What follows belongs to an exercise in optimizing a design on an open flow for small area, a short achievable clock period and few clock cycles per item; a production flow would make more cautious choices.
Function was checked by simulation only, so behaviour that the tests miss may differ from the original.
Power is estimated from default activity; no workload was simulated.

===== flow/design.v =====
package mxhd_pkg;
  localparam int COORD_BITS_DEF = 6;
  localparam int TOTAL_BITS_DEF = 48;
  localparam int STEP_BITS      = 6;
  localparam int TREE_BITS      = 14;
  localparam int VOL_BITS       = 32;
  localparam int CFG_IDX_BITS   = 2;
  localparam int MUL_BITS       = 7;
  localparam logic [STEP_BITS-1:0] STEP_X_RST = STEP_BITS'(4);
  localparam logic [STEP_BITS-1:0] STEP_Y_RST = STEP_BITS'(4);
  localparam logic [CFG_IDX_BITS-1:0] CFG_STEP_X     = 2'd0;
  localparam logic [CFG_IDX_BITS-1:0] CFG_STEP_Y     = 2'd1;
  localparam logic [CFG_IDX_BITS-1:0] CFG_SINGLE_DIE = 2'd2;
endpackage
module mxhd_divider #(
  parameter int COORD_BITS = mxhd_pkg::COORD_BITS_DEF
) (
  input  logic [COORD_BITS-1:0]          dividend,
  input  logic [mxhd_pkg::STEP_BITS-1:0] divisor,
  input  logic [6:0]                     low_step,   
  output logic [COORD_BITS-1:0]          low_q,
  output logic [7:1]                     ge
);
  localparam int CB = COORD_BITS;
  function automatic logic [CB-1:0] div_const(input logic [CB-1:0] x, input int d);
    logic [CB-1:0] q;
    q = '0;
    for (int v = 0; v < (1 << CB); v++) begin
      if (x == CB'(v)) begin
        q = CB'(v / d);
      end
    end
    div_const = q;
  endfunction
  function automatic logic at_least(input logic [CB-1:0] x, input logic [CB-1:0] y);
    logic lt, eq;
    lt = 1'b0;
    eq = 1'b1;
    for (int i = CB - 1; i >= 0; i--) begin
      lt = lt || (eq && y[i] && !x[i]);
      eq = eq && (y[i] == x[i]);
    end
    at_least = !lt;
  endfunction
  logic [CB-1:0] qk [1:7];
  always_comb begin
    qk[1] = dividend;
    qk[2] = dividend >> 1;
    qk[3] = div_const(dividend, 3);
    qk[4] = dividend >> 2;
    qk[5] = div_const(dividend, 5);
    qk[6] = div_const(dividend, 6);
    qk[7] = div_const(dividend, 7);
    low_q = '0;
    for (int k = 1; k <= 7; k++) begin
      ge[k] = at_least(qk[k], CB'(divisor));
      low_q = low_q | ({CB{low_step[k-1]}} & qk[k]);
    end
  end
endmodule
module mxhd_quotient #(
  parameter int COORD_BITS = mxhd_pkg::COORD_BITS_DEF
) (
  input  logic [COORD_BITS-1:0] low_q,
  input  logic [7:1]            ge,
  input  logic                  big,        
  input  logic                  en,
  output logic [COORD_BITS-1:0] quotient
);
  logic [2:0] qbig;
  always_comb begin
    qbig[2]  = ge[4];
    qbig[1]  = (ge[2] && !ge[4]) || ge[6];
    qbig[0]  = (ge[1] && !ge[2]) || (ge[3] && !ge[4]) || (ge[5] && !ge[6]) || ge[7];
    quotient = !en ? '0 : (big ? COORD_BITS'(qbig) : low_q);
  end
endmodule
module mxhd_sequencer #(
  parameter int COORD_BITS = mxhd_pkg::COORD_BITS_DEF
) (
  input  logic                  en,
  input  logic                  s_lo,
  input  logic                  s_hi,
  input  logic [COORD_BITS-1:0] qs,
  input  logic [COORD_BITS-1:0] rs,
  input  logic [COORD_BITS-1:0] qm,
  input  logic [COORD_BITS-1:0] rm,
  input  logic [COORD_BITS-1:0] qd,
  input  logic [COORD_BITS-1:0] rd,
  output logic [COORD_BITS-1:0] hops,
  output logic [COORD_BITS-1:0] cr
);
  always_comb begin
    hops = en ? ((s_hi ? rs : rd) - (s_lo ? rs : rm)) : '0;
    cr   = en ? ((s_hi ? qs : qd) - (s_lo ? qs : qm)) : '0;
  end
endmodule
module mxhd_datapath #(
  parameter int TOTAL_BITS = mxhd_pkg::TOTAL_BITS_DEF
) (
  input  logic [mxhd_pkg::MUL_BITS-1:0]                       amount,
  input  logic [mxhd_pkg::VOL_BITS-1:0]                       volume,
  output logic [mxhd_pkg::MUL_BITS+mxhd_pkg::VOL_BITS-1:0]    prod_s,
  output logic [mxhd_pkg::MUL_BITS+mxhd_pkg::VOL_BITS-1:0]    prod_c,
  input  logic [TOTAL_BITS-1:0]                               total,
  input  logic [mxhd_pkg::MUL_BITS+mxhd_pkg::VOL_BITS-1:0]    add_s,
  input  logic [mxhd_pkg::MUL_BITS+mxhd_pkg::VOL_BITS-1:0]    add_c,
  output logic [TOTAL_BITS-1:0]                               result,
  output logic                                                ovf
);
  localparam int MB = mxhd_pkg::MUL_BITS;
  localparam int PB = mxhd_pkg::MUL_BITS + mxhd_pkg::VOL_BITS;
  localparam int SW = TOTAL_BITS + 1;
  function automatic logic [2*PB-1:0] csa(input logic [PB-1:0] a, input logic [PB-1:0] b,
                                          input logic [PB-1:0] c);
    logic [PB-1:0] s, y;
    s = a ^ b ^ c;
    y = {((a & b) | (a & c) | (b & c)), 1'b0};
    csa = {s, y};
  endfunction
  logic [PB-1:0] pp [MB];
  logic [PB-1:0] s1, c1, s2, c2, s3, c3, s4, c4;
  always_comb begin
    for (int i = 0; i < MB; i++) begin
      pp[i] = PB'({32{amount[i]}} & volume) << i;
    end
    {s1, c1} = csa(pp[0], pp[1], pp[2]);
    {s2, c2} = csa(pp[3], pp[4], pp[5]);
    {s3, c3} = csa(s1, c1, s2);
    {s4, c4} = csa(s3, c3, c2);
    {prod_s, prod_c} = csa(s4, c4, pp[6]);
  end
  logic [SW-1:0] ts, tc, sum;
  always_comb begin
    ts     = {1'b0, total} ^ SW'(add_s) ^ SW'(add_c);
    tc     = {(({1'b0, total} & SW'(add_s)) | ({1'b0, total} & SW'(add_c))
              | (SW'(add_s) & SW'(add_c))), 1'b0};
    sum    = ts + tc;
    ovf    = sum[TOTAL_BITS];
    result = sum[TOTAL_BITS-1:0];
  end
endmodule
module mesh_xy_hop_and_die_crossing_counter #(
  parameter int COORD_BITS = mxhd_pkg::COORD_BITS_DEF,
  parameter int TOTAL_BITS = mxhd_pkg::TOTAL_BITS_DEF
) (
  input  logic                              clk,
  input  logic                              rst_n,
  input  logic                              in_valid,
  output logic                              in_stall,
  input  logic                              in_operation,
  input  logic [COORD_BITS-1:0]             in_src_x,
  input  logic [COORD_BITS-1:0]             in_src_y,
  input  logic [COORD_BITS-1:0]             in_dest_x,
  input  logic [COORD_BITS-1:0]             in_dest_y,
  input  logic [mxhd_pkg::VOL_BITS-1:0]     in_volume,
  input  logic                              in_last_dest,
  output logic                              out_valid,
  input  logic                              out_stall,
  output logic [TOTAL_BITS-1:0]             out_onchip_hops_total,
  output logic [TOTAL_BITS-1:0]             out_crossing_hops_total,
  output logic                              out_saturated,
  input  logic                              cfg_valid,
  output logic                              cfg_ready,
  input  logic [mxhd_pkg::CFG_IDX_BITS-1:0] cfg_index,
  input  logic [mxhd_pkg::STEP_BITS-1:0]    cfg_data
);
  localparam int CB = COORD_BITS;
  localparam int SB = mxhd_pkg::STEP_BITS;
  localparam int TB = mxhd_pkg::TREE_BITS;
  localparam int VB = mxhd_pkg::VOL_BITS;
  localparam int MB = mxhd_pkg::MUL_BITS;
  logic [SB-1:0] step_x_r, step_y_r;
  logic [8:0]    dec_x_r, dec_y_r;
  logic          single_die_r;
  function automatic logic [8:0] step_decode(input logic [SB-1:0] step);
    logic [8:0] d;
    d[8] = (step != '0);
    d[7] = (step[SB-1:3] != '0);
    for (int k = 1; k <= 7; k++) begin
      d[k-1] = (step == SB'(k));
    end
    step_decode = d;
  endfunction
  assign cfg_ready = 1'b1;
  always_ff @(posedge clk) begin
    if (!rst_n) begin
      step_x_r     <= mxhd_pkg::STEP_X_RST;
      step_y_r     <= mxhd_pkg::STEP_Y_RST;
      dec_x_r      <= step_decode(mxhd_pkg::STEP_X_RST);
      dec_y_r      <= step_decode(mxhd_pkg::STEP_Y_RST);
      single_die_r <= 1'b0;
    end else if (cfg_valid) begin
      case (cfg_index)
        mxhd_pkg::CFG_STEP_X: begin
          step_x_r <= cfg_data;
          dec_x_r  <= step_decode(cfg_data);
        end
        mxhd_pkg::CFG_STEP_Y: begin
          step_y_r <= cfg_data;
          dec_y_r  <= step_decode(cfg_data);
        end
        mxhd_pkg::CFG_SINGLE_DIE: single_die_r <= cfg_data[0];
        default: begin
        end
      endcase
    end
  end
  logic hold, adv;
  logic out_valid_r;
  logic r1_v, r1_more;
  assign hold     = out_valid_r && out_stall;
  assign adv      = !hold && !(r1_v && r1_more);
  logic                  sk_full, sk_op, sk_last;
  logic [CB-1:0]         sk_sx, sk_sy, sk_dx, sk_dy;
  logic [VB-1:0]         sk_vol;
  logic                  rq_v, rq_op, rq_last;
  logic [CB-1:0]         rq_sx, rq_sy, rq_dx, rq_dy;
  logic [VB-1:0]         rq_vol;
  assign in_stall = sk_full;
  always_ff @(posedge clk) begin
    if (!rst_n) begin
      sk_full <= 1'b0;
    end else if (adv) begin
      sk_full <= 1'b0;
    end else if (in_valid) begin
      sk_full <= 1'b1;
    end
  end
  always_ff @(posedge clk) begin
    if (!sk_full) begin
      sk_op   <= in_operation;
      sk_last <= in_last_dest;
      sk_sx   <= in_src_x;
      sk_sy   <= in_src_y;
      sk_dx   <= in_dest_x;
      sk_dy   <= in_dest_y;
      sk_vol  <= in_volume;
    end
  end
  always_comb begin
    rq_v    = sk_full || in_valid;
    rq_op   = sk_full ? sk_op   : in_operation;
    rq_last = sk_full ? sk_last : in_last_dest;
    rq_sx   = sk_full ? sk_sx   : in_src_x;
    rq_sy   = sk_full ? sk_sy   : in_src_y;
    rq_dx   = sk_full ? sk_dx   : in_dest_x;
    rq_dy   = sk_full ? sk_dy   : in_dest_y;
    rq_vol  = sk_full ? sk_vol  : in_volume;
  end
  logic       big_x, big_y;
  logic [6:0] low_x, low_y;
  always_comb begin
    big_x = dec_x_r[7];
    big_y = dec_y_r[7];
    low_x = dec_x_r[6:0];
    low_y = dec_y_r[6:0];
  end
  logic [CB-1:0] lq_sx, lq_dx, lq_sy, lq_dy;
  logic [7:1]    ge_sx, ge_dx, ge_sy, ge_dy;
  mxhd_divider #(.COORD_BITS(CB)) u_dsx (
    .dividend(rq_sx), .divisor(step_x_r), .low_step(low_x), .low_q(lq_sx), .ge(ge_sx));
  mxhd_divider #(.COORD_BITS(CB)) u_ddx (
    .dividend(rq_dx), .divisor(step_x_r), .low_step(low_x), .low_q(lq_dx), .ge(ge_dx));
  mxhd_divider #(.COORD_BITS(CB)) u_dsy (
    .dividend(rq_sy), .divisor(step_y_r), .low_step(low_y), .low_q(lq_sy), .ge(ge_sy));
  mxhd_divider #(.COORD_BITS(CB)) u_ddy (
    .dividend(rq_dy), .divisor(step_y_r), .low_step(low_y), .low_q(lq_dy), .ge(ge_dy));
  logic          in_run_r, in_run_f;
  logic [CB-1:0] first_x_r, qfirst_x_r, rfirst_x_r, col_x_r;
  logic [CB-1:0] cmy_r, qcmy_r, rcmy_r, py_r, qpy_r, rpy_r;
  logic [CB-1:0] first_x_f, col_x_f, cmy_f, py_f;
  logic          s0_v, s0_op, s0_last, s0_run, s0_same;
  logic [CB-1:0] s0_sx, s0_sy, s0_dx, s0_dy;
  logic          upd_m;
  always_comb begin
    upd_m     = s0_v && s0_op;
    in_run_f  = upd_m ? !s0_last : in_run_r;
    first_x_f = (upd_m && !s0_run) ? s0_dx : first_x_r;
    col_x_f   = upd_m ? s0_dx : col_x_r;
    cmy_f     = (upd_m && !(s0_run && s0_same)) ? s0_dy : cmy_r;
    py_f      = upd_m ? s0_dy : py_r;
  end
  logic run_in, same_in, xlo_in, xhi_in, ylo_in, yhi_in, clo_in, chi_in;
  always_comb begin
    run_in  = rq_op && in_run_f;
    same_in = (rq_dx == col_x_f);
    xlo_in  = rq_sx < (run_in ? first_x_f : rq_dx);
    xhi_in  = rq_sx > rq_dx;
    ylo_in  = rq_sy < ((run_in && same_in) ? cmy_f : rq_dy);
    yhi_in  = rq_sy > rq_dy;
    clo_in  = rq_sy < cmy_f;
    chi_in  = rq_sy > py_f;
  end
  logic          s0_xlo, s0_xhi, s0_ylo, s0_yhi, s0_clo, s0_chi;
  logic [CB-1:0] s0_lq_sx, s0_lq_dx, s0_lq_sy, s0_lq_dy;
  logic [7:1]    s0_ge_sx, s0_ge_dx, s0_ge_sy, s0_ge_dy;
  logic [VB-1:0] s0_vol;
  always_ff @(posedge clk) begin
    if (!rst_n) begin
      s0_v <= 1'b0;
    end else if (adv) begin
      s0_v <= rq_v;
    end
  end
  always_ff @(posedge clk) begin
    if (adv) begin
      s0_op    <= rq_op;
      s0_last  <= rq_last;
      s0_run   <= run_in;
      s0_same  <= same_in;
      s0_xlo   <= xlo_in;
      s0_xhi   <= xhi_in;
      s0_ylo   <= ylo_in;
      s0_yhi   <= yhi_in;
      s0_clo   <= clo_in;
      s0_chi   <= chi_in;
      s0_sx    <= rq_sx;
      s0_sy    <= rq_sy;
      s0_dx    <= rq_dx;
      s0_dy    <= rq_dy;
      s0_lq_sx <= lq_sx;
      s0_lq_dx <= lq_dx;
      s0_lq_sy <= lq_sy;
      s0_lq_dy <= lq_dy;
      s0_ge_sx <= ge_sx;
      s0_ge_dx <= ge_dx;
      s0_ge_sy <= ge_sy;
      s0_ge_dy <= ge_dy;
      s0_vol   <= rq_vol;
    end
  end
  logic          en_x, en_y;
  logic [CB-1:0] qsx, qdx, qsy, qdy, rsx, rdx, rsy, rdy;
  assign en_x = dec_x_r[8] && !(s0_op && single_die_r);
  assign en_y = dec_y_r[8] && !(s0_op && single_die_r);
  mxhd_quotient #(.COORD_BITS(CB)) u_qsx (
    .low_q(s0_lq_sx), .ge(s0_ge_sx), .big(big_x), .en(en_x), .quotient(qsx));
  mxhd_quotient #(.COORD_BITS(CB)) u_qdx (
    .low_q(s0_lq_dx), .ge(s0_ge_dx), .big(big_x), .en(en_x), .quotient(qdx));
  mxhd_quotient #(.COORD_BITS(CB)) u_qsy (
    .low_q(s0_lq_sy), .ge(s0_ge_sy), .big(big_y), .en(en_y), .quotient(qsy));
  mxhd_quotient #(.COORD_BITS(CB)) u_qdy (
    .low_q(s0_lq_dy), .ge(s0_ge_dy), .big(big_y), .en(en_y), .quotient(qdy));
  logic          take_m, g_a, g_xy;
  logic [CB-1:0] qmx, rmx, mcy, qmy, rmy;
  assign take_m = adv && s0_v && s0_op;
  always_comb begin
    rsx  = s0_sx - qsx;
    rdx  = s0_dx - qdx;
    rsy  = s0_sy - qsy;
    rdy  = s0_dy - qdy;
    qmx  = s0_run ? qfirst_x_r : qdx;
    rmx  = s0_run ? rfirst_x_r : rdx;
    mcy  = (s0_run && s0_same) ? cmy_r  : s0_dy;
    qmy  = (s0_run && s0_same) ? qcmy_r : qdy;
    rmy  = (s0_run && s0_same) ? rcmy_r : rdy;
    g_a  = s0_run && !s0_same;
    g_xy = !s0_op || s0_last;
  end
  always_ff @(posedge clk) begin
    if (!rst_n) begin
      in_run_r <= 1'b0;
    end else if (take_m) begin
      in_run_r <= !s0_last;
    end
  end
  always_ff @(posedge clk) begin
    if (take_m) begin
      first_x_r  <= first_x_f;
      qfirst_x_r <= qmx;
      rfirst_x_r <= rmx;
      col_x_r    <= s0_dx;
      cmy_r      <= mcy;
      qcmy_r     <= qmy;
      rcmy_r     <= rmy;
      py_r       <= s0_dy;
      qpy_r      <= qdy;
      rpy_r      <= rdy;
    end
  end
  logic [CB-1:0] x_h, x_c, y_h, y_c, c_h, c_c;
  mxhd_sequencer #(.COORD_BITS(CB)) u_spx (
    .en(g_xy), .s_lo(s0_xlo), .s_hi(s0_xhi), .qs(qsx), .rs(rsx), .qm(qmx), .rm(rmx),
    .qd(qdx), .rd(rdx), .hops(x_h), .cr(x_c));
  mxhd_sequencer #(.COORD_BITS(CB)) u_spy (
    .en(g_xy), .s_lo(s0_ylo), .s_hi(s0_yhi), .qs(qsy), .rs(rsy), .qm(qmy), .rm(rmy),
    .qd(qdy), .rd(rdy), .hops(y_h), .cr(y_c));
  mxhd_sequencer #(.COORD_BITS(CB)) u_spc (
    .en(g_a), .s_lo(s0_clo), .s_hi(s0_chi), .qs(qsy), .rs(rsy), .qm(qcmy_r), .rm(rcmy_r),
    .qd(qpy_r), .rd(rpy_r), .hops(c_h), .cr(c_c));
  logic          s1_v, s1_op, s1_last, s1_run;
  logic [CB-1:0] s1_xh, s1_xc, s1_yh, s1_yc, s1_ch, s1_cc;
  logic [VB-1:0] s1_vol;
  always_ff @(posedge clk) begin
    if (!rst_n) begin
      s1_v <= 1'b0;
    end else if (adv) begin
      s1_v <= s0_v;
    end
  end
  always_ff @(posedge clk) begin
    if (adv) begin
      s1_op   <= s0_op;
      s1_last <= s0_last;
      s1_run  <= s0_run;
      s1_xh   <= x_h;
      s1_xc   <= x_c;
      s1_yh   <= y_h;
      s1_yc   <= y_c;
      s1_ch   <= c_h;
      s1_cc   <= c_c;
      s1_vol  <= s0_vol;
    end
  end
  logic [TB-1:0] tree_h_r, tree_c_r, base_h, base_c;
  logic [TB+1:0] sum_h, sum_c;
  logic [MB+1:0] low_h, low_c;
  logic [TB-1:0] tree_h_n, tree_c_n;
  logic          tree_ovf, s1_add, big_h, big_c;
  always_comb begin
    base_h = s1_run ? tree_h_r : '0;
    base_c = s1_run ? tree_c_r : '0;
    sum_h  = (TB + 2)'(base_h) + (TB + 2)'(s1_xh) + (TB + 2)'(s1_yh) + (TB + 2)'(s1_ch);
    sum_c  = (TB + 2)'(base_c) + (TB + 2)'(s1_xc) + (TB + 2)'(s1_yc) + (TB + 2)'(s1_cc);
    tree_h_n = sum_h[TB] ? {TB{1'b1}} : sum_h[TB-1:0];
    tree_c_n = sum_c[TB] ? {TB{1'b1}} : sum_c[TB-1:0];
    tree_ovf = s1_op && (sum_h[TB] || sum_c[TB]);
    low_h  = (MB + 2)'(base_h[MB-1:0]) + (MB + 2)'(s1_xh) + (MB + 2)'(s1_yh) + (MB + 2)'(s1_ch);
    low_c  = (MB + 2)'(base_c[MB-1:0]) + (MB + 2)'(s1_xc) + (MB + 2)'(s1_yc) + (MB + 2)'(s1_cc);
    big_h  = (base_h[TB-1:MB] != '0) || (low_h[MB+1:MB] != '0);
    big_c  = (base_c[TB-1:MB] != '0) || (low_c[MB+1:MB] != '0);
    s1_add = !s1_op || s1_last;
  end
  always_ff @(posedge clk) begin
    if (adv && s1_v && s1_op) begin
      tree_h_r <= tree_h_n;
      tree_c_r <= tree_c_n;
    end
  end
  logic [VB-1:0] r1_vol;
  logic [TB-1:0] r1_on, r1_cr, on_next, cr_next;
  logic [MB-1:0] pass_on, pass_cr;
  logic          r1_ovf, r1_big_on, r1_big_cr;
  always_comb begin
    r1_big_on = (r1_on[TB-1:MB] != '0);
    r1_big_cr = (r1_cr[TB-1:MB] != '0);
    r1_more   = r1_big_on || r1_big_cr;
    on_next   = r1_big_on ? r1_on - TB'({MB{1'b1}}) : '0;
    cr_next   = r1_big_cr ? r1_cr - TB'({MB{1'b1}}) : '0;
  end
  always_ff @(posedge clk) begin
    if (!rst_n) begin
      r1_v <= 1'b0;
    end else if (adv) begin
      r1_v <= s1_v;
    end
  end
  always_ff @(posedge clk) begin
    if (adv) begin
      r1_vol  <= s1_vol;
      r1_on   <= s1_add ? tree_h_n : '0;
      r1_cr   <= s1_add ? tree_c_n : '0;
      pass_on <= s1_add ? (low_h[MB-1:0] | {MB{big_h}}) : '0;
      pass_cr <= s1_add ? (low_c[MB-1:0] | {MB{big_c}}) : '0;
      r1_ovf  <= tree_ovf;
    end else if (!hold) begin
      r1_on   <= on_next;
      r1_cr   <= cr_next;
      pass_on <= (on_next[TB-1:MB] != '0) ? {MB{1'b1}} : on_next[MB-1:0];
      pass_cr <= (cr_next[TB-1:MB] != '0) ? {MB{1'b1}} : cr_next[MB-1:0];
    end
  end
  localparam int PB = MB + VB;
  logic          p_v, p_final, p_ovf;
  logic [PB-1:0] ps_on, pc_on, ps_cr, pc_cr, p_on_s, p_on_c, p_cr_s, p_cr_c;
  logic [TOTAL_BITS-1:0] onchip_r, cross_r, onchip_n, cross_n;
  logic                  sat_r, ovf_on, ovf_cr, full_on_r, full_cr_r;
  mxhd_datapath #(.TOTAL_BITS(TOTAL_BITS)) u_dp_on (
    .amount(pass_on), .volume(r1_vol), .prod_s(ps_on), .prod_c(pc_on),
    .total(onchip_r), .add_s(p_on_s), .add_c(p_on_c), .result(onchip_n), .ovf(ovf_on));
  mxhd_datapath #(.TOTAL_BITS(TOTAL_BITS)) u_dp_cr (
    .amount(pass_cr), .volume(r1_vol), .prod_s(ps_cr), .prod_c(pc_cr),
    .total(cross_r), .add_s(p_cr_s), .add_c(p_cr_c), .result(cross_n), .ovf(ovf_cr));
  always_ff @(posedge clk) begin
    if (!rst_n) begin
      p_v <= 1'b0;
    end else if (!hold) begin
      p_v <= r1_v;
    end
  end
  always_ff @(posedge clk) begin
    if (!hold) begin
      p_final <= !r1_more;
      p_ovf   <= r1_ovf;
      p_on_s  <= ps_on;
      p_on_c  <= pc_on;
      p_cr_s  <= ps_cr;
      p_cr_c  <= pc_cr;
    end
  end
  always_ff @(posedge clk) begin
    if (!rst_n) begin
      onchip_r    <= '0;
      cross_r     <= '0;
      sat_r       <= 1'b0;
      full_on_r   <= 1'b0;
      full_cr_r   <= 1'b0;
      out_valid_r <= 1'b0;
    end else if (!hold) begin
      out_valid_r <= p_v && p_final;
      if (p_v) begin
        onchip_r <= onchip_n;
        cross_r  <= cross_n;
        if (ovf_on) begin
          full_on_r <= 1'b1;
        end
        if (ovf_cr) begin
          full_cr_r <= 1'b1;
        end
        if (ovf_on || ovf_cr || p_ovf) begin
          sat_r <= 1'b1;
        end
      end
    end
  end
  assign out_valid               = out_valid_r;
  assign out_onchip_hops_total   = onchip_r | {TOTAL_BITS{full_on_r}};
  assign out_crossing_hops_total = cross_r | {TOTAL_BITS{full_cr_r}};
  assign out_saturated           = sat_r;
endmodule

===== flow/run.sh =====
#!/bin/bash
# synth_recipe.tcl (not shown) runs the flow's synth.tcl, then flattens the netlist and writes it again
# the make line also repeats each setting of config.mk as NAME=value (left out here)
make -C /OpenROAD-flow-scripts/flow DESIGN_CONFIG=/design/flow/config.mk WORK_HOME=/design/flow/orfs CLKGATE_MAP_FILE= SYNTH_SCRIPT=/design/flow/synth_recipe.tcl finish

===== flow/config.mk =====
export PLATFORM = sky130hd
export DESIGN_NAME = mesh_xy_hop_and_die_crossing_counter
export DESIGN_NICKNAME = mesh_xy_hop_and_die_crossing_counter
export VERILOG_FILES = /design/flow/design.v
export SDC_FILE = /design/flow/constraint.sdc
export NUM_CORES = 4
export LEC_CHECK = 0
export CAP_MARGIN = 20
export CORE_MARGIN = 2
export CORE_UTILIZATION = 60
export SETUP_SLACK_MARGIN = 4.5
export SLEW_MARGIN = 20

===== flow/constraint.sdc =====
create_clock -name core_clock -period 8.0 [get_ports {clk}]
set_input_delay 1.6000 -clock core_clock [delete_from_list [all_inputs] [get_ports {clk}]]
set_output_delay 1.6000 -clock core_clock [all_outputs]
set_load 0.01 [all_outputs]

==> impl_results.md, run 1 <==
- Outcome: timing/DRC/antenna clean
- Worst setup SP type: register
- Dominant cells by area after synthesis: edfxtp_1 30%, fa_1 16%, dfxtp_1 7.7%, and2_1 5.9%, ha_1 5.5%
- DR vias: 37729
- Critical path class: reg -> reg
- Worst Path Required: 8.38 ns
- H-tree depth: 3
- Net count, final: 5810
- Max-slew headroom: 29.69%
- Final setup TNS: 0 ns
- Endpoint of the worst hold path: s1_vol[13]
- Hold Vio Cnt, Final: 0
- Drt total wl: 134700 µm
- Worst-margin pin slew: 1.053 ns
- Largest net degree at the start of global routing: 93
- Final period util: 47.16%
- XOR/XNOR Fraction of Synth Area: 2.677%
- Hold depth: 0
- DRC: 0
- Main combinational cell family by area after synthesis: adder cells
- Prevailing post-synth register cell: edfxtp_1
- Hold crit path type: reg -> reg
- Clk sink count: 693
- Initial antenna violation count: 4
- Total global routing overflow: 0
- Simple-gate share of the synthesized area: 15.96%
- Synthesized area: 50430 µm²
- Top cell type's share of synthesized area: 29.65%
- CTS tree: yes
- Clock Latency Late Sink: 0.64 ns
- Fillers: 6134
- Mapped Avg Cell Area: 10.30 µm²
- Sequential area share after synthesis: 37.40%
- Fin crit period: 3.773 ns
- Max Cap Viol: 0
- PwrDens: 517.4 nW/µm²
- Initial Utilization: 60.45%
- Core footprint: 83420 µm²
- FF-to-FF Start: s0_op
- Fmax: 265.1 MHz
- 1st-pass router iterations: 6
- Dpl hpwl: 89230 µm
- Reg2reg setup slack: 4.23 ns
- Peak VDD IR: 332.3 µV
- FF+latch area: 18880 µm²
- Skew final: 0.01788 ns
- Critical Path End Type: register
- Row count: 106
- RSZ-0062 raised after global routing: yes
- Num CTS Buffers: 81
- Arrival time at the worst endpoint: 4.15 ns
- Worst R2R Path Depth: 17
- Synth Area in Adders: 22.46%
- Layout cells sized above 1: 17.27%
- Hold path startpoint: s0_vol[13]
- Synth top cells by count: 498 x edfxtp_1, 478 x and2_1, 406 x fa_1
- Async set-reset flop share out of synthesis: 0%
- Tot GR Track Use: 30.77%
- GP Congestion: 0.9380
- Syn nets: 5596
- Area Growth Syn to Fin: 17.55%
- Die W: 293.9 µm
- Post-CTS Hold Buffers: 0
- Post-Syn Instances: 4898
- Post-synth top area cell: edfxtp_1
- Most common cell in the netlist: edfxtp_1
- Vias per inst: 6.028
- Post-synth EDFFs: 498
- CP Max Fanout: 8
- Syn. warnings: 7
- First-pass GRT wire length: 209200 µm
- Leak: 25.51 nW
- Clk slew on worst S/H paths: 0.06 ns
- Root Driver: clkbuf_16
- Final-report setup violation count: 0
- IO Port Bufs: 169
- I/O pin count: 171
- Cell variety after synth: 99
- Vias in the first global route: 37266
- Clock tree buffer depth: 3
- Multi-input gate area: 30840 µm²
- Count of pins over their slew limit: 0
- Iter 0 DRT Violations: 2678
- Synth Register Bits: 693
- Avg WL per Cell: 21.52 µm
- Die area: 86380 µm²
- Compound-gate portion of the synthesized area: 12.58%
- Reg2reg end: s1_xh[5]
- Die Height: 293.9 µm
- Crit. Startpoint: s0_op
- Util after Layout: 71.06%
- Mux cell area share after synthesis: 3.570%
- DRT antenna net count: 0
## layout make-up
class / count / share of cell area (%)
timing repair inverter: 7 / 0.07387
clock inverter: 47 / 0.8928
clock buffer: 102 / 3.675
timing repair buffer: 394 / 6.465
tap: 1080 / 2.280
antenna: 1 / 0.004221
sequential: 693 / 31.85
multi-input combinational: 3530 / 52.02
inverter: 405 / 2.740
## cells in the final DEF (no fill, tap or decap), types with 20 or more instances in the layout
master / n
nand3_1: 86
and2_1: 475
nand2b_1: 31
or2_2: 105
a211oi_1: 30
edfxtp_1: 498
clkdlybuf4s50_1: 63
o21ai_1: 27
nor3_1: 42
mux2i_4: 24
o211ai_1: 47
a21oi_1: 263
mux2_2: 59
and3_1: 21
mux2i_1: 59
ha_1: 191
maj3_1: 28
clkbuf_16: 87
ha_4: 25
dfxtp_1: 186
inv_1: 368
o22ai_1: 30
xor2_1: 57
fa_1: 399
nor2_1: 229
o21a_1: 30
nand2_1: 388
o21ai_0: 151
buf_4: 169
dlygate4sd2_1: 73
a21o_1: 97
xnor2_1: 73
a21oi_2: 24
buf_6: 20
a31oi_1: 40
nand4_1: 26
o21ai_2: 31
## sequential cells by signal (all words and copies together), names as in the netlist, 7 cells and up
register  count
cross_r      48
r1_cr        14
sk_vol       32
p_on_s       38
r1_vol       32
onchip_r     48
p_cr_s       38
r1_on        14
p_on_c       34
s0_ge_dy      7
pass_on       7
s0_ge_sy      7
s0_ge_sx      7
s0_ge_dx      7
dec_x_r       9
tree_h_r     14
p_cr_c       34
s1_vol       32
s0_vol       32
tree_c_r     14
pass_cr       7
dec_y_r       9
## worst max-delay path, stage by stage, from the launching register on
cell and delay (ns):
edfxtp_1 0.48, buf_6 0.17, a21bo_4 0.26, nor2_4 0.13, ha_4 0.15, inv_4 0.03, fa_1 0.49, mux2_4 0.29
mux2_4 0.27, inv_2 0.07, ha_4 0.18, nor2b_4 0.12, o21ai_2 0.13, nand2b_1 0.08, a21o_1 0.19, a21oi_2 0.14
nor2_1 0.06, mux2_4 0.27
## power by group
part	switching, mW	internal [mW]	total, mW
logic	10.8	8.73	19.5
registers	0.994	6.33	7.32
clock network	1.56	2.26	3.83
total	13.4	17.3	30.7
## routing by layer
layer  GRT usage (%)  share of wire [%]  routed length [µm]  vias up
li1                -                  -                   -    17385
met5               0             0.0082                  11        -
met4           9.084                3.2                4375        2
met2           52.89                 50               66720     1364
met1           41.18                 41               55680    18681
met3           3.505                5.9                7902      297
## stage by stage
step	power, mW	instances	hold slack (ns)	setup WS [ns]	instance area (µm²)
CTS	29.52	6152	0.4146	4.155	57180
global placement	24.21	5902	0.4009	2.733	52740
global route	33.62	6258	0.4178	4.099	59280
floorplan	19.77	4898	0.4003	4.331	50650
finish	30.67	6259	0.4123	4.227	59280
detailed placement	24.71	5903	0.4045	2.692	52770
## logic make-up (layout without fill, tap and decap cells)
group / count (synthesis) / count (layout)
buf+inv: 682 / 955
flops: 693 / 693
xor+xnor: 151 / 151
compound gates: 985 / 985
other cells: 1 / 2
fa+ha+maj: 669 / 669
simple gates: 1563 / 1566
mux: 154 / 158
## worst max-delay path by stage
| stage | end | slack [ns] | cells after the start |
|---|---|---|---|
| floorplan | s0_ylo | 4.33 | 11 |
| global placement | s0_ylo | 2.73 | 11 |
| detailed placement | s0_ylo | 2.69 | 11 |
| CTS | s1_yh[5] | 4.15 | 17 |
| global route | s1_xh[5] | 4.10 | 17 |
| finish | s1_xh[5] | 4.23 | 17 |
## repair_timing
| item | in CTS | in global routing |
|---|---|---|
| buffers inserted | 85 | 97 |
| gates resized for setup | 325 | 273 |
| gates cloned | 15 | 8 |
| setup endpoints to repair | 613 | 144 |
| pin swaps | 68 | 135 |
Testbench counts, summed over its fixed seeds: cycles 4,152, items 4,024.
==> inputs of run 2 (changes only) <==
--- a/flow/design.v
+++ b/flow/design.v
@@ -212,41 +212,5 @@
   assign hold     = out_valid_r && out_stall;
   assign adv      = !hold && !(r1_v && r1_more);
-  logic                  sk_full, sk_op, sk_last;
-  logic [CB-1:0]         sk_sx, sk_sy, sk_dx, sk_dy;
-  logic [VB-1:0]         sk_vol;
-  logic                  rq_v, rq_op, rq_last;
-  logic [CB-1:0]         rq_sx, rq_sy, rq_dx, rq_dy;
-  logic [VB-1:0]         rq_vol;
-  assign in_stall = sk_full;
-  always_ff @(posedge clk) begin
-    if (!rst_n) begin
-      sk_full <= 1'b0;
-    end else if (adv) begin
-      sk_full <= 1'b0;
-    end else if (in_valid) begin
-      sk_full <= 1'b1;
-    end
-  end
-  always_ff @(posedge clk) begin
-    if (!sk_full) begin
-      sk_op   <= in_operation;
-      sk_last <= in_last_dest;
-      sk_sx   <= in_src_x;
-      sk_sy   <= in_src_y;
-      sk_dx   <= in_dest_x;
-      sk_dy   <= in_dest_y;
-      sk_vol  <= in_volume;
-    end
-  end
-  always_comb begin
-    rq_v    = sk_full || in_valid;
-    rq_op   = sk_full ? sk_op   : in_operation;
-    rq_last = sk_full ? sk_last : in_last_dest;
-    rq_sx   = sk_full ? sk_sx   : in_src_x;
-    rq_sy   = sk_full ? sk_sy   : in_src_y;
-    rq_dx   = sk_full ? sk_dx   : in_dest_x;
-    rq_dy   = sk_full ? sk_dy   : in_dest_y;
-    rq_vol  = sk_full ? sk_vol  : in_volume;
-  end
+  assign in_stall = !adv;
   logic       big_x, big_y;
   logic [6:0] low_x, low_y;
@@ -260,11 +224,11 @@
   logic [7:1]    ge_sx, ge_dx, ge_sy, ge_dy;
   mxhd_divider #(.COORD_BITS(CB)) u_dsx (
-    .dividend(rq_sx), .divisor(step_x_r), .low_step(low_x), .low_q(lq_sx), .ge(ge_sx));
+    .dividend(in_src_x), .divisor(step_x_r), .low_step(low_x), .low_q(lq_sx), .ge(ge_sx));
   mxhd_divider #(.COORD_BITS(CB)) u_ddx (
-    .dividend(rq_dx), .divisor(step_x_r), .low_step(low_x), .low_q(lq_dx), .ge(ge_dx));
+    .dividend(in_dest_x), .divisor(step_x_r), .low_step(low_x), .low_q(lq_dx), .ge(ge_dx));
   mxhd_divider #(.COORD_BITS(CB)) u_dsy (
-    .dividend(rq_sy), .divisor(step_y_r), .low_step(low_y), .low_q(lq_sy), .ge(ge_sy));
+    .dividend(in_src_y), .divisor(step_y_r), .low_step(low_y), .low_q(lq_sy), .ge(ge_sy));
   mxhd_divider #(.COORD_BITS(CB)) u_ddy (
-    .dividend(rq_dy), .divisor(step_y_r), .low_step(low_y), .low_q(lq_dy), .ge(ge_dy));
+    .dividend(in_dest_y), .divisor(step_y_r), .low_step(low_y), .low_q(lq_dy), .ge(ge_dy));
   logic          in_run_r, in_run_f;
   logic [CB-1:0] first_x_r, qfirst_x_r, rfirst_x_r, col_x_r;
@@ -284,12 +248,12 @@
   logic run_in, same_in, xlo_in, xhi_in, ylo_in, yhi_in, clo_in, chi_in;
   always_comb begin
-    run_in  = rq_op && in_run_f;
-    same_in = (rq_dx == col_x_f);
-    xlo_in  = rq_sx < (run_in ? first_x_f : rq_dx);
-    xhi_in  = rq_sx > rq_dx;
-    ylo_in  = rq_sy < ((run_in && same_in) ? cmy_f : rq_dy);
-    yhi_in  = rq_sy > rq_dy;
-    clo_in  = rq_sy < cmy_f;
-    chi_in  = rq_sy > py_f;
+    run_in  = in_operation && in_run_f;
+    same_in = (in_dest_x == col_x_f);
+    xlo_in  = in_src_x < (run_in ? first_x_f : in_dest_x);
+    xhi_in  = in_src_x > in_dest_x;
+    ylo_in  = in_src_y < ((run_in && same_in) ? cmy_f : in_dest_y);
+    yhi_in  = in_src_y > in_dest_y;
+    clo_in  = in_src_y < cmy_f;
+    chi_in  = in_src_y > py_f;
   end
   logic          s0_xlo, s0_xhi, s0_ylo, s0_yhi, s0_clo, s0_chi;
@@ -301,11 +265,11 @@
       s0_v <= 1'b0;
     end else if (adv) begin
-      s0_v <= rq_v;
+      s0_v <= in_valid;
     end
   end
   always_ff @(posedge clk) begin
     if (adv) begin
-      s0_op    <= rq_op;
-      s0_last  <= rq_last;
+      s0_op    <= in_operation;
+      s0_last  <= in_last_dest;
       s0_run   <= run_in;
       s0_same  <= same_in;
@@ -316,8 +280,8 @@
       s0_clo   <= clo_in;
       s0_chi   <= chi_in;
-      s0_sx    <= rq_sx;
-      s0_sy    <= rq_sy;
-      s0_dx    <= rq_dx;
-      s0_dy    <= rq_dy;
+      s0_sx    <= in_src_x;
+      s0_sy    <= in_src_y;
+      s0_dx    <= in_dest_x;
+      s0_dy    <= in_dest_y;
       s0_lq_sx <= lq_sx;
       s0_lq_dx <= lq_dx;
@@ -328,5 +292,5 @@
       s0_ge_sy <= ge_sy;
       s0_ge_dy <= ge_dy;
-      s0_vol   <= rq_vol;
+      s0_vol   <= in_volume;
     end
   end
--- a/flow/config.mk
+++ b/flow/config.mk
@@ -8,5 +8,5 @@
 export CAP_MARGIN = 20
 export CORE_MARGIN = 2
-export CORE_UTILIZATION = 60
-export SETUP_SLACK_MARGIN = 4.5
+export CORE_UTILIZATION = 55
+export SETUP_SLACK_MARGIN = 3.9
 export SLEW_MARGIN = 20
==> run 2 against run 1 <==
Against the previous run:
- clock power shrank 11%
- die area grew 4.9%
- via count decreased by 9.5%
- hold slack better by 0.0040 ns
- total power decreased by 16%
- critical path depth decreased by 12
- final area is 9.0% lower
- largest cell class unchanged
==> impl_results.md, run 2 <==
- Reg2reg end: s1_yh[5]
- FF-to-FF Start: s0_op
- Async set-reset flop share out of synthesis: 0%
- Multi-input gate area: 28520 µm²
- Syn. warnings: 7
- Peak VDD IR: 265.0 µV
- Iter 0 DRT Violations: 2072
- Fillers: 7315
- DR vias: 34128
- IO Port Bufs: 169
- Skew final: 0.01822 ns
- Tot GR Track Use: 26.34%
- Num CTS Buffers: 74
- Post-Syn Instances: 4791
- Outcome: timing/DRC/antenna clean
- Arrival time at the worst endpoint: 2.42 ns
- Fin crit period: 4.017 ns
- Max Cap Viol: 0
- Sequential area share after synthesis: 36.44%
- Most common cell in the netlist: and2_1
- 1st-pass router iterations: 7
- Fmax: 248.9 MHz
- Total global routing overflow: 0
- Layout cells sized above 1: 8.440%
- Clk sink count: 634
- Syn nets: 5489
- CTS tree: yes
- Max-slew headroom: 38.05%
- Top cell type's share of synthesized area: 30.83%
- Final period util: 50.22%
- Largest net degree at the start of global routing: 123
- DRT antenna net count: 0
- Most common cell after layout, fill and taps aside: and2_1
- GP Congestion: 0.9038
- Net count, final: 5542
- I/O pin count: 171
- H-tree depth: 3
- FF+latch area: 17680 µm²
- Mapped Avg Cell Area: 10.12 µm²
- Reg2reg setup slack: 4.00 ns
- Vias in the first global route: 34217
- Prevailing post-synth register cell: edfxtp_1
- Core footprint: 87020 µm²
- GR peak layer: met2
- First-pass GRT wire length: 188500 µm
- Area Growth Syn to Fin: 11.23%
- Avg WL per Cell: 19.29 µm
- GRT met2 Usage: 46.26%
- Largest registers: cross_r x48, onchip_r x48
- Root Driver: clkbuf_16
- CP cell instances: buf_6 > nand2_8 > nand2_4 > buf_12 > clkbuf_2
- Die W: 301.0 µm
- Critical Path End Type: output pin
- Initial Utilization: 55.74%
- CP bufs+invs: 3
- Dominant cells by area after synthesis: edfxtp_1 31%, fa_1 17%, and2_1 7.0%, ha_1 5.7%, dfxtp_1 5.6%
- Vias per inst: 5.632
- Util after Layout: 62.00%
- Die Height: 301.0 µm
- Final-report setup violation count: 0
- Initial antenna violation count: 1
- RSZ-0062 raised after global routing: yes
- Hold Vio Cnt, Final: 0
- # diodes: 0
- Endpoint of the worst hold path: r1_vol[9]
- Met1 GRT Util: 34.55%
- Worst-margin pin slew: 0.9270 ns
- Clock tree buffer depth: 3
- Hold crit path type: reg -> reg
- Post-CTS Hold Buffers: 0
- Worst Path Required: 6.40 ns
- Cell variety after synth: 101
- Post-synth EDFFs: 498
- Die area: 90590 µm²
- Row count: 108
- Synthesized area: 48510 µm²
- CP Max Fanout: 17
- Final setup TNS: 0 ns
- Most frequent cells in the layout: 545 x and2_1, 498 x edfxtp_1, 404 x inv_1, 404 x fa_1, 397 x nand2_1
- Synth Register Bits: 634
- Worst setup SP type: input port
- Drt total wl: 116900 µm
- Clk slew on worst S/H paths: 0.06 ns
- Hold depth: 0
- Hold path startpoint: s1_vol[9]
- Dpl hpwl: 84570 µm
- DRC: 0
- Leak: 23.17 nW
- CP top delay family: buffers and inverters
- PwrDens: 478.1 nW/µm²
- Critical path class: in -> out
- Worst R2R Path Depth: 18
- Synth top cells by count: 545 x and2_1, 498 x edfxtp_1, 407 x inv_1
- Count of pins over their slew limit: 0
- Clock Latency Late Sink: 0.64 ns
- Slowest stage cell, crit path: buf_6
- Global-route met3 utilization: 3.341%
- CP peak stage delay: 0.18 ns
- Post-synth top area cell: edfxtp_1
[run 2: cell count changes after synthesis, sizes merged, moves of 22 or more]
cell | previous run | this run
a211oi | 42 | 20
a21boi | 11 | 49
a21oi | 289 | 224
and2 | 478 | 546
buf | 71 | 49
dfxtp | 195 | 136
maj3 | 42 | 66
mux2 | 66 | 27
mux2i | 88 | 53
nor2 | 253 | 223
o211ai | 48 | 24
o21ai | 213 | 311
[run 2: per-layer routing]
layer / up-vias / wire length [µm]
li1: 16443 / -
met1: 16831 / 50500
met2: 691 / 58930
met3: 161 / 4744
met4: 2 / 2733
met5: - / 13
[run 2: through the flow]
stage | instances | hold WS (ns) | instance area (µm²) | worst slack, ns | power, mW
2_1_floorplan | 4791 | 0.4003 | 48540 | 3.930 | 18.17
3_3_place_gp | 5892 | 0.4010 | 50980 | 2.442 | 21.95
3_5_place_dp | 5892 | 0.4045 | 50980 | 2.367 | 22.37
4_1_cts | 6043 | 0.4130 | 53700 | 3.782 | 25.97
5_1_grt | 6060 | 0.4200 | 53950 | 3.820 | 28.77
6_report | 6060 | 0.4163 | 53950 | 3.983 | 25.79
[run 2: layout make-up]
| cell class | count | share of cell area, % |
|---|---|---|
| Clock buffer | 104 | 3.966 |
| Inverter | 420 | 2.964 |
| Clock inverter | 33 | 0.5705 |
| Multi-Input combinational cell | 3474 | 52.87 |
| Sequential cell | 634 | 32.78 |
| Tap cell | 1155 | 2.679 |
| Timing Repair Buffer | 240 | 4.179 |
[run 2: what timing repair did]
item | 4_1_cts | 5_1_grt
gates resized for setup | 61 | 52
cloned | 2 | 0
endpoints found under the hold margin | 0 | 0
endpoints found under the setup margin | 270 | 79
buffers inserted | 12 | 17
pin swaps | 3 | 12
[run 2: worst register-to-register path, delay by kind of cell (launching register included)]
kind | cells | cell delay, ns
buffers and inverters | 2 | 0.12
and+or+nand+nor | 8 | 1.07
muxes | 1 | 0.29
xor gates and xnor gates | 1 | 0.24
AOI/OAI and AO/OA | 3 | 0.56
DFF | 1 | 0.52
adders and majority gates | 3 | 0.94
[run 2: worst max-delay path by stage]
stage	start	to	slack [ns]	depth (start not counted)
finish	out_stall	in_stall	3.98	5
floorplan	out_stall	col_x_r[0]	3.93	3
global placement	in_dest_x[2]	s0_ylo	2.44	9
CTS	r1_on[10]	in_stall	3.78	8
detailed placement	in_dest_x[2]	s0_ylo	2.37	9
global route	s0_op	s1_yh[5]	3.82	18
[run 2: report_power, final]
group	internal (mW)	total, mW	switching (mW)
Clock	2.00	3.39	1.38
Sequential	5.84	6.72	0.875
Combinational	6.88	15.7	8.81
Total	14.7	25.8	11.1
[run 2: logic make-up after synthesis]
kind of cell | synth area share, %
XOR/XNOR | 3.245
adder cells (fa/ha/maj) | 23.82
multiplexers | 1.720
flip-flops | 36.44
other | 0.007731
AND/OR/NAND/NOR | 16.90
AO/OA/AOI/OAI | 12.48
buffers and inverters | 5.394
Testbench counts of run 2, summed over its fixed seeds: cycles 4,152, items 4,024.
==> inputs of run 3 (changes only) <==
--- a/flow/config.mk
+++ b/flow/config.mk
@@ -8,5 +8,5 @@
 export CAP_MARGIN = 20
 export CORE_MARGIN = 2
-export CORE_UTILIZATION = 55
-export SETUP_SLACK_MARGIN = 3.9
+export CORE_UTILIZATION = 65
+export SETUP_SLACK_MARGIN = 4.1
 export SLEW_MARGIN = 20
==> run 3 against run 2 <==
Against the previous run:
- setup slack improved by 0.21 ns
- sequential cell count did not move
- area after synthesis did not move
- hold slack got worse by 0.0032 ns
- synthesized cell count did not move
- final cell count fell by 2.7%
- core utilization rose by 11 points
- clock-buffer cell count fell by 10
- first-iteration DRC count rose by 11%
- global-route usage rose by 3.9 points
- via count rose by 2.6%
- clock skew barely moved
- critical path type is now reg -> reg
- largest power group unchanged
==> impl_results.md, run 3 <==
- Die Height: 277.2 µm
- Top cell type's share of synthesized area: 30.83%
- 1st-pass router iterations: 8
- Layout cells sized above 1: 9.606%
- Clock Latency Late Sink: 0.62 ns
- Synth Register Bits: 634
- Clk sink count: 634
- Global-route met3 utilization: 3.451%
- I/O pin count: 171
- GP Congestion: 0.9304
- Leak: 23.22 nW
- IO Port Bufs: 169
- Syn nets: 5489
- Most common cell after layout, fill and taps aside: and2_1
- Async set-reset flop share out of synthesis: 0%
- Syn. warnings: 7
- Initial antenna violation count: 0
- Fmax: 262.6 MHz
- Post-synth EDFFs: 498
- Arrival time at the worst endpoint: 4.32 ns
- CP Max Fanout: 5
- Vias in the first global route: 34615
- Core footprint: 74200 µm²
- Fin crit period: 3.808 ns
- Max-slew headroom: 29.91%
- Num CTS Buffers: 72
- Final-report setup violation count: 0
- DRT antenna net count: 0
- Sequential area share after synthesis: 36.44%
- Initial Utilization: 65.38%
- Cell variety after synth: 101
- Final setup TNS: 0 ns
- Skew final: 0.01843 ns
- Largest net degree at the start of global routing: 143
- Root Driver: clkbuf_16
- Iter 0 DRT Violations: 2291
- Outcome: timing/DRC/antenna clean
- Hold path startpoint: s1_vol[9]
- Avg WL per Cell: 19.59 µm
- Hold depth: 0
- Post-Syn Instances: 4791
- Area Growth Syn to Fin: 11.22%
- Worst R2R Path Depth: 12
- Critical Path End Type: register
- GRT met2 Usage: 53.00%
- Mapped Avg Cell Area: 10.12 µm²
- Final period util: 47.60%
- Most frequent cells in the layout: 543 x and2_1, 498 x edfxtp_1, 402 x fa_1
- Synth top cells by count: 545 x and2_1, 498 x edfxtp_1, 407 x inv_1
- RSZ-0062 raised after global routing: yes
- Reg2reg end: sat_r
- Die W: 277.2 µm
- Worst Path Required: 8.51 ns
- Largest registers: cross_r x48, onchip_r x48
- Vias per inst: 5.941
- Worst setup SP type: register
- Hold Vio Cnt, Final: 0
- FF-to-FF Start: p_cr_s[9]
- Total global routing overflow: 0
- Net count, final: 5564
- Clock tree buffer depth: 3
- PwrDens: 479.6 nW/µm²
- Dpl hpwl: 82810 µm
- Row count: 100
- Post-CTS Hold Buffers: 0
- Dominant cells by area after synthesis: edfxtp_1 31%, fa_1 17%, and2_1 7.0%, ha_1 5.7%, dfxtp_1 5.6%
- DRC: 0
- Synthesized area: 48510 µm²
- Drt total wl: 115400 µm
- H-tree depth: 3
- Critical path class: reg -> reg
- Prevailing post-synth register cell: edfxtp_1
- DR vias: 35014
- Max Cap Viol: 0
- Tot GR Track Use: 30.28%
- CTS tree: yes
- Most common cell in the netlist: and2_1
- Peak VDD IR: 225.7 µV
- Total Power: 25.87 mW
- Hold crit path type: reg -> reg
- Count of pins over their slew limit: 0
- Endpoint of the worst hold path: r1_vol[9]
- Met1 GRT Util: 39.37%
- First-pass GRT wire length: 185000 µm
- Worst-margin pin slew: 1.051 ns
- Reg2reg setup slack: 4.19 ns
- Die area: 76830 µm²
- Post-synth top area cell: edfxtp_1
- Clk slew on worst S/H paths: 0.06 ns
- GR peak layer: met2
==> run 3: cell counts after synthesis <==
Identical to the previous run, type by type.
==> run 3: cells by family (layout without fill, tap and decap cells) <==
| family | count (synthesis) | count (layout) | synth area share [%] |
|---|---|---|---|
| flops | 634 | 634 | 36.44 |
| buf+inv | 685 | 816 | 5.394 |
| simple gates | 1577 | 1579 | 16.90 |
| compound gates | 948 | 948 | 12.48 |
| fa+ha+maj | 693 | 693 | 23.82 |
| other cells | 1 | 2 | 0.007731 |
| mux | 80 | 80 | 1.720 |
| xor+xnor | 173 | 173 | 3.245 |
==> run 3: worst max-delay path by stage <==
stage / start / end / slack [ns] / cells past startpoint
2_1_floorplan: in_dest_x[5] / s0_ylo / 4.12 / 10
3_3_place_gp: in_dest_x[5] / s0_ylo / 2.49 / 9
5_1_grt: p_on_s[16] / onchip_r[42] / 3.94 / 12
6_report: p_cr_s[9] / sat_r / 4.19 / 12
3_5_place_dp: in_dest_x[5] / s0_ylo / 2.35 / 9
4_1_cts: r1_cr[11] / in_stall / 4.03 / 7
==> run 3: timing repair <==
| item | CTS | global route |
|---|---|---|
| gates cloned | 2 | 1 |
| pin swaps | 14 | 30 |
| setup endpoints to repair | 360 | 105 |
| buffers inserted | 25 | 31 |
| endpoints found under the hold margin | 0 | 0 |
| gates resized for setup | 83 | 121 |
==> run 3: cell type report <==
type | count | area, µm²
multi-input combinational | 3474 | 28730
fill | 5520 | 20250
sequential | 634 | 17690
timing repair buffer | 263 | 2461
clock buffer | 94 | 1936
inverter | 420 | 1622
tap | 969 | 1212
clock inverter | 38 | 295.3
timing repair inverter | 1 | 5.005
antenna | 1 | 2.502
==> run 3: through the flow <==
| step | hold WS, ns | setup slack, ns | cells | util [%] | instance area (µm²) |
|---|---|---|---|---|---|
| after floorplan | 0.4003 | 4.116 | 4791 | - | 48560 |
| after global placement | 0.4005 | 2.486 | 5699 | 68.35 | 50710 |
| after detailed placement | 0.4045 | 2.354 | 5701 | 68.40 | 50750 |
| after CTS | 0.4136 | 4.034 | 5860 | 71.97 | 53400 |
| after global routing | 0.4146 | 3.941 | 5893 | 72.71 | 53950 |
| final | 0.4131 | 4.192 | 5894 | 72.71 | 53950 |
==> run 3: layer usage <==
metal	vias up	routed length (µm)
met1	17319	48130
met4	0	3367
li1	16471	-
met5	-	0
met2	1013	58310
met3	211	5640
==> run 3: where the power goes <==
part	leakage [nW]	internal, mW	switching, mW
clock network	1.10	1.78	1.37
logic	15.7	7.04	8.92
registers	6.38	5.85	0.912
total	23.2	14.7	11.2
==> run 3: critical path, stage by stage (launching register included) <==
cell      delay, ns
edfxtp_1       0.41
fa_1           0.52
ha_1           0.40
a21o_1         0.23
a21o_1         0.22
a21oi_1        0.18
o21ai_2        0.11
a31o_2         0.32
a221o_2        0.42
a21oi_4        0.25
nor3b_1        0.10
a211o_1        0.35
a21o_1         0.19
==> inputs of run 4 (changes only) <==
--- a/flow/config.mk
+++ b/flow/config.mk
@@ -9,4 +9,4 @@
 export CORE_MARGIN = 2
 export CORE_UTILIZATION = 65
-export SETUP_SLACK_MARGIN = 4.1
+export SETUP_SLACK_MARGIN = 4.2
 export SLEW_MARGIN = 20
==> run 4 against run 3 <==
Against the previous run:
- sequential cell count unchanged
- final area is 1.1% higher
- combinational power about the same
- total power is 2.3% higher
- critical endpoint is now in_stall
- sequential share of layout area is 0.36 points lower
- largest cell class unchanged
==> impl_results.md, run 4 <==
- Cell variety after synth: 101
- Syn. warnings: 7
- Most common cell after layout, fill and taps aside: and2_1
- Sequential area share after synthesis: 36.44%
- Top cell type's share of synthesized area: 30.83%
- CP Max Fanout: 5
- Arrival time at the worst endpoint: 2.25 ns
- Max Cap Viol: 0
- Synth Area in Adders: 23.82%
- Vias per inst: 5.908
- Worst-margin pin slew: 1.031 ns
- Reg2reg setup slack: 4.20 ns
- H-tree depth: 3
- Compound-gate portion of the synthesized area: 12.48%
- Largest registers: cross_r x48, onchip_r x48
- Tot GR Track Use: 30.55%
- Count of pins over their slew limit: 0
- Dpl hpwl: 82220 µm
- DR vias: 34918
- Largest net degree at the start of global routing: 126
- Fmax: 259.4 MHz
- Most common cell in the netlist: and2_1
- Hold Vio Cnt, Final: 0
- Final-report setup violation count: 0
- XOR/XNOR Fraction of Synth Area: 3.245%
- Most frequent cells in the layout: 544 x and2_1, 498 x edfxtp_1, 401 x fa_1
- Setup WS post-layout: 4.145 ns
- Die W: 277.2 µm
- Mapped Avg Cell Area: 10.12 µm²
- PwrDens: 485.3 nW/µm²
- CTS tree: yes
- IO Port Bufs: 169
- Dominant cells by area after synthesis: edfxtp_1 31%, fa_1 17%, and2_1 7.0%, ha_1 5.7%, dfxtp_1 5.6%
- Total Power: 26.47 mW
- Clock Latency Late Sink: 0.63 ns
- Hold crit path type: reg -> reg
- Num CTS Buffers: 73
- Die area: 76830 µm²
- DRC: 0
- Mux cell area share after synthesis: 1.720%
- Clock tree buffer depth: 3
- Skew final: 0.02873 ns
- Net count, final: 5578
- Critical Path End Type: output pin
- Synth Register Bits: 634
- Prevailing post-synth register cell: edfxtp_1
- Syn nets: 5489
- Fillers: 5352
- Peak VDD IR: 254.7 µV
- # diodes: 0
- Main combinational cell family by area after synthesis: adder cells
- Critical path class: reg -> out
- Post-synth top area cell: edfxtp_1
- GP Congestion: 0.9304
- Post-Syn Instances: 4791
- First-pass GRT wire length: 186900 µm
- Leak: 23.43 nW
- Clk sink count: 634
- Clk slew on worst S/H paths: 0.06 ns
- Row count: 100
- Placed Area: 50730 µm²
- Total global routing overflow: 0
- Iter 0 DRT Violations: 2532
- Async set-reset flop share out of synthesis: 0%
- Post-route cell area: 54550 µm²
- Worst setup SP type: register
- Simple-gate share of the synthesized area: 16.90%
- Initial antenna violation count: 2
- Final period util: 48.19%
- Max-slew headroom: 31.29%
- Post-CTS Hold Buffers: 0
- Core footprint: 74200 µm²
- DRT antenna net count: 0
- Fin crit period: 3.855 ns
- Drt total wl: 117400 µm
- Final setup TNS: 0 ns
- Outcome: timing/DRC/antenna clean
- Worst Path Required: 6.40 ns
- Synth top cells by count: 545 x and2_1, 498 x edfxtp_1, 407 x inv_1
- Root Driver: clkbuf_16
- Synthesized area: 48510 µm²
- Post-synth EDFFs: 498
- Pre-CTS setup slack: 2.353 ns
- Avg WL per Cell: 19.87 µm
- Initial Utilization: 65.38%
- Vias in the first global route: 34727
- Area Growth Syn to Fin: 12.45%
- Die Height: 277.2 µm
- Layout cells sized above 1: 10.61%
- RSZ-0062 raised after global routing: yes
- I/O pin count: 171
- 1st-pass router iterations: 7
run 4: cell counts after synthesis:
No cell type changed its count.
run 4: final timing paths:
| check | cells after the start | endpoint | start |
|---|---|---|---|
| setup / recovery | 7 | in_stall | r1_on[11] |
| hold / removal | 0 | r1_vol[25] | s1_vol[25] |
| setup reg to reg | 20 | s1_yh[5] | s0_ge_dy[4] |
| hold reg to reg | 0 | r1_vol[25] | s1_vol[25] |
run 4: layout make-up:
class	instances	area, µm²	share of cell area, %
multi-input combinational	3474	28910	53.01
sequential	634	17690	32.42
timing repair buffer	277	2619	4.801
clock buffer	88	1934	3.546
inverter	420	1623	2.975
tap	969	1212	2.223
clock inverter	48	558.0	1.023
run 4: cell families after synthesis:
| kind of cell | after synthesis |
|---|---|
| other | 1 |
| buffers and inverters | 685 |
| xor gates and xnor gates | 173 |
| adders and majority gates | 693 |
| AOI/OAI and AO/OA | 948 |
| and+or+nand+nor | 1577 |
| muxes | 80 |
| DFF | 634 |
run 4: what timing repair did:
action                                  in CTS  in global routing
gates resized for setup                    111                151
endpoints found under the setup margin     366                125
cloned                                       2                  2
pin swaps                                   20                 54
buffers inserted                            42                 28
run 4: critical path: stages (launching register included):
cell and delay (ns):
edfxtp_1 0.43, nor4_4 0.36, nor2b_4 0.22, and2_2 0.22, nand2_2 0.09, nand2_4 0.09, nand2_8 0.07, clkbuf_2 0.13
run 4: routing by layer:
layer / GRT usage (%) / routed length (µm) / share of wire [%] / up-vias
met3: 3.687 / 5664 / 4.8 / 235
met5: 0 / 13 / 0.011 / -
met2: 53.72 / 59360 / 51 / 960
met1: 39.44 / 48550 / 41 / 17243
met4: 10.09 / 3832 / 3.3 / 2
li1: - / - / - / 16478
run 4: power by group:
part	internal (mW)	total [mW]	leakage, nW	switching (mW)
clock network	2.09	3.50	1.21	1.41
registers	5.85	6.79	6.38	0.944
logic	7.17	16.2	15.8	9.01
run 4: through the flow:
step / utilization, % / hold slack, ns / std cells
2_1_floorplan: - / 0.4003 / 4791
5_1_grt: 73.52 / 0.4229 / 5910
3_3_place_gp: 68.35 / 0.4019 / 5697
4_1_cts: 72.55 / 0.4039 / 5878
3_5_place_dp: 68.37 / 0.4045 / 5698
6_report: 73.52 / 0.4146 / 5910
==> inputs of run 5 (changes only) <==
--- a/flow/config.mk
+++ b/flow/config.mk
@@ -11,2 +11,3 @@
 export SETUP_SLACK_MARGIN = 4.2
 export SLEW_MARGIN = 20
+export TNS_END_PERCENT = 10
==> run 5 against run 4 <==
Against the previous run:
- hold slack improved by 0.0020 ns
- clock skew increased by 0.0044 ns
- area after synthesis unchanged
- final cell count barely moved
- via count decreased by 0.19%
- sequential power about the same
- routed wire length is 0.61% lower
- die area did not move
- total power decreased by 0.76%
- clock power fell by 2%
- critical path type is now in -> reg
==> impl_results.md, run 5 <==
- RSZ-0062 raised after global routing: yes
- Initial antenna violation count: 1
- Vias per inst: 5.894
- Clock share of power: 13.0%
- Reg2reg end: pass_on[5]
- Leak: 23.34 nW
- # diodes: 0
- Worst setup SP type: input port
- Count of pins over their slew limit: 0
- Die W: 277.2 µm
- Final-report setup violation count: 0
- Total global routing overflow: 0
- Most common cell after layout, fill and taps aside: and2_1
- Clk slew on worst S/H paths: 0.05 ns
- Critical path class: in -> reg
- Hold crit path type: reg -> reg
- Post-Place Cells: 5705
- Syn nets: 5489
- Clk sink count: 634
- FF-to-FF Start: s1_xh[1]
- Area Growth Syn to Fin: 11.74%
- Multi-input gate area: 28610 µm²
- Reg2reg setup slack: 4.17 ns
- Die Height: 277.2 µm
- Fin crit period: 3.851 ns
- Hold depth: 0
- Pre-CTS setup slack: 2.391 ns
- DR vias: 34851
- Setup WS post-layout: 4.149 ns
- CP Max Fanout: 29
- Post-synth EDFFs: 498
- Internal power: 14.94 mW
- Critical Path End Type: register
- H-tree depth: 3
- Dominant cells by area after synthesis: edfxtp_1 31%, fa_1 17%, and2_1 7.0%, ha_1 5.7%, dfxtp_1 5.6%
- Final period util: 48.14%
- 1st-pass router iterations: 8
- Num CTS Buffers: 74
- GP Congestion: 0.9102
- Dpl hpwl: 83350 µm
- Most common cell in the netlist: and2_1
- Core footprint: 74200 µm²
- Cell variety after synth: 101
- Synth Area in Adders: 23.82%
- Arrival time at the worst endpoint: 4.32 ns
- Placed Area: 50800 µm²
- Util after Layout: 73.05%
- I/O pin count: 171
- Post-route cell area: 54200 µm²
- Initial Utilization: 65.38%
- Finished Layout Cells: 5913
- Sequential area share after synthesis: 36.44%
- Final setup TNS: 0 ns
- Largest net degree at the start of global routing: 133
- Post-synth top area cell: edfxtp_1
- DRT antenna net count: 0
- Simple-gate share of the synthesized area: 16.90%
- Worst Path Required: 8.47 ns
- Prevailing post-synth register cell: edfxtp_1
- Async set-reset flop share out of synthesis: 0%
- Clock Latency Late Sink: 0.64 ns
- FF+latch area: 17680 µm²
- Hold path startpoint: s1_vol[14]
- Fillers: 5451
- Vias in the first global route: 34908
- Row count: 100
- Skew final: 0.03308 ns
- Mux cell area share after synthesis: 1.720%
- Avg WL per Cell: 19.74 µm
- XOR/XNOR Fraction of Synth Area: 3.245%
- Max Cap Viol: 0
- IO Port Bufs: 169
- DRC: 0
- Root Driver: clkbuf_16
- Endpoint of the worst hold path: r1_vol[14]
- Main combinational cell family by area after synthesis: adder cells
- Psw: 11.34 mW
- Syn. warnings: 7
- Synthesized area: 48510 µm²
- Worst-margin pin slew: 1.076 ns
- First-pass GRT wire length: 187900 µm
- Drt total wl: 116700 µm
- Mapped Avg Cell Area: 10.12 µm²
- Clock tree buffer depth: 3
- CTS tree: yes
- Iter 0 DRT Violations: 2310
- Compound-gate portion of the synthesized area: 12.48%
- Combinational share of power: 61.2%
- Hold Vio Cnt, Final: 0
- Post-Syn Instances: 4791
- Layout cells sized above 1: 9.790%
- Fmax: 259.7 MHz
- Outcome: timing/DRC/antenna clean
- Top cell type's share of synthesized area: 30.83%
- Most frequent cells in the layout: 543 x and2_1, 498 x edfxtp_1, 403 x fa_1
- Total Power: 26.27 mW
- Seq pwr share: 25.8%
- Synth top cells by count: 545 x and2_1, 498 x edfxtp_1, 407 x inv_1
- Die area: 76830 µm²
- Worst R2R Path Depth: 20
- Net count, final: 5581
- Largest registers: cross_r x48, onchip_r x48
- Peak VDD IR: 234.3 µV
- Max-slew headroom: 28.29%
- Sw frac: 43.15%
- Tot GR Track Use: 30.65%
- PwrDens: 484.7 nW/µm²
- Synth Register Bits: 634
- Worst hold slack: 0.4166 ns
[run 5: routing by layer]
metal,track usage [%],wire length [µm],vias up
li1,-,-,16504
met1,39.31,48290,17185
met2,54.19,59300,953
met3,3.518,5433,209
met4,10.40,3682,0
met5,0,0,-
[run 5: cell families after synthesis]
logic type,Yosys count
simple gates,1577
compound gates,948
mux,80
fa+ha+maj,693
flops,634
buf+inv,685
xor+xnor,173
other cells,1
[run 5: timing repair]
| item | in CTS | in global routing |
|---|---|---|
| pin swaps | 11 | 27 |
| buffers inserted | 35 | 34 |
| gates resized for setup | 68 | 82 |
| hold endpoints to repair | 0 | 0 |
| hold buffers | 0 | 0 |
| cloned | 2 | 0 |
| setup endpoints to repair | 330 | 132 |
[run 5: cell type report]
cell class,instances,area share (%)
clock buffer,89,3.578
timing repair buffer,279,4.836
sequential,634,32.63
inverter,420,2.999
multi-input combinational,3474,52.79
tap,969,2.237
clock inverter,48,0.9349
[run 5: worst max path at each step]
stage / from / end / slack, ns / depth (start not counted)
2_1_floorplan: out_stall / in_stall / 4.09 / 3
3_5_place_dp: in_dest_x[2] / s0_ylo / 2.39 / 9
3_3_place_gp: in_dest_x[2] / s0_ylo / 2.43 / 9
5_1_grt: s1_xh[1] / pass_on[5] / 3.98 / 20
4_1_cts: r1_on[11] / in_stall / 3.99 / 7
6_report: in_dest_y[3] / s0_ge_dy[3] / 4.15 / 11
[run 5: worst max-delay path, cell delays in order]
cell and delay (ns):
clkdlybuf4s50_1 0.45, buf_4 0.30, clkinvlp_4 0.22, o21ai_0 0.19, a221oi_1 0.12, nand3_1 0.13, nor2_1 0.05, maj3_1 0.36
maj3_1 0.37, maj3_1 0.37, o21ai_1 0.13
[run 5: power by group through the flow]
| stage | Clock (mW) | Combinational (mW) | Sequential, mW |
|---|---|---|---|
| after CTS | 3.48 | 15.9 | 6.77 |
| after floorplan | 0 | 11.9 | 6.29 |
| after global placement | 0 | 14.8 | 6.84 |
| after detailed placement | 0 | 15.6 | 6.83 |
| after global routing | 3.60 | 18.5 | 6.88 |
| final | 3.43 | 16.1 | 6.77 |

-- separate check: timing with driven ports --
The flow's constraints put no driver on any port. The routed layouts listed below were extracted and timed again, unchanged, in two steps.
Step 1 sets driving cells, clkbuf_16 on the clock port and buf_2 on the other inputs (assumed; they add their load-dependent delay and slew).
Step 2 also shifts input and output timing later by t, the mid clock arrival at the registers, as if the neighbouring blocks saw the same clock.
Three values: no drivers, after step 1, after step 2; two values: the first two.
run	t (ns)	setup slack, ns	worst setup path after step 2	latest minus earliest clock arrival (ns)	pins driven straight from the clock port
run 1	0.699	4.227 / 4.227 / 3.826	input to register	0.023 / 0.023	1
run 2	0.698	3.983 / 3.936 / 3.418	input to register	0.018 / 0.018	1
run 3	0.686	4.192 / 4.140 / 3.577	input to register	0.020 / 0.021	1
run 4	0.690	4.145 / 4.072 / 3.714	input to register	0.030 / 0.029	1
run 5	0.692	4.149 / 4.096 / 3.503	input to register	0.036 / 0.037	1
After both steps setup and hold are still met in every run listed. The setup slack of run 5, which loses most, moves by -0.053 ns with the drivers and by -0.646 ns with both steps.
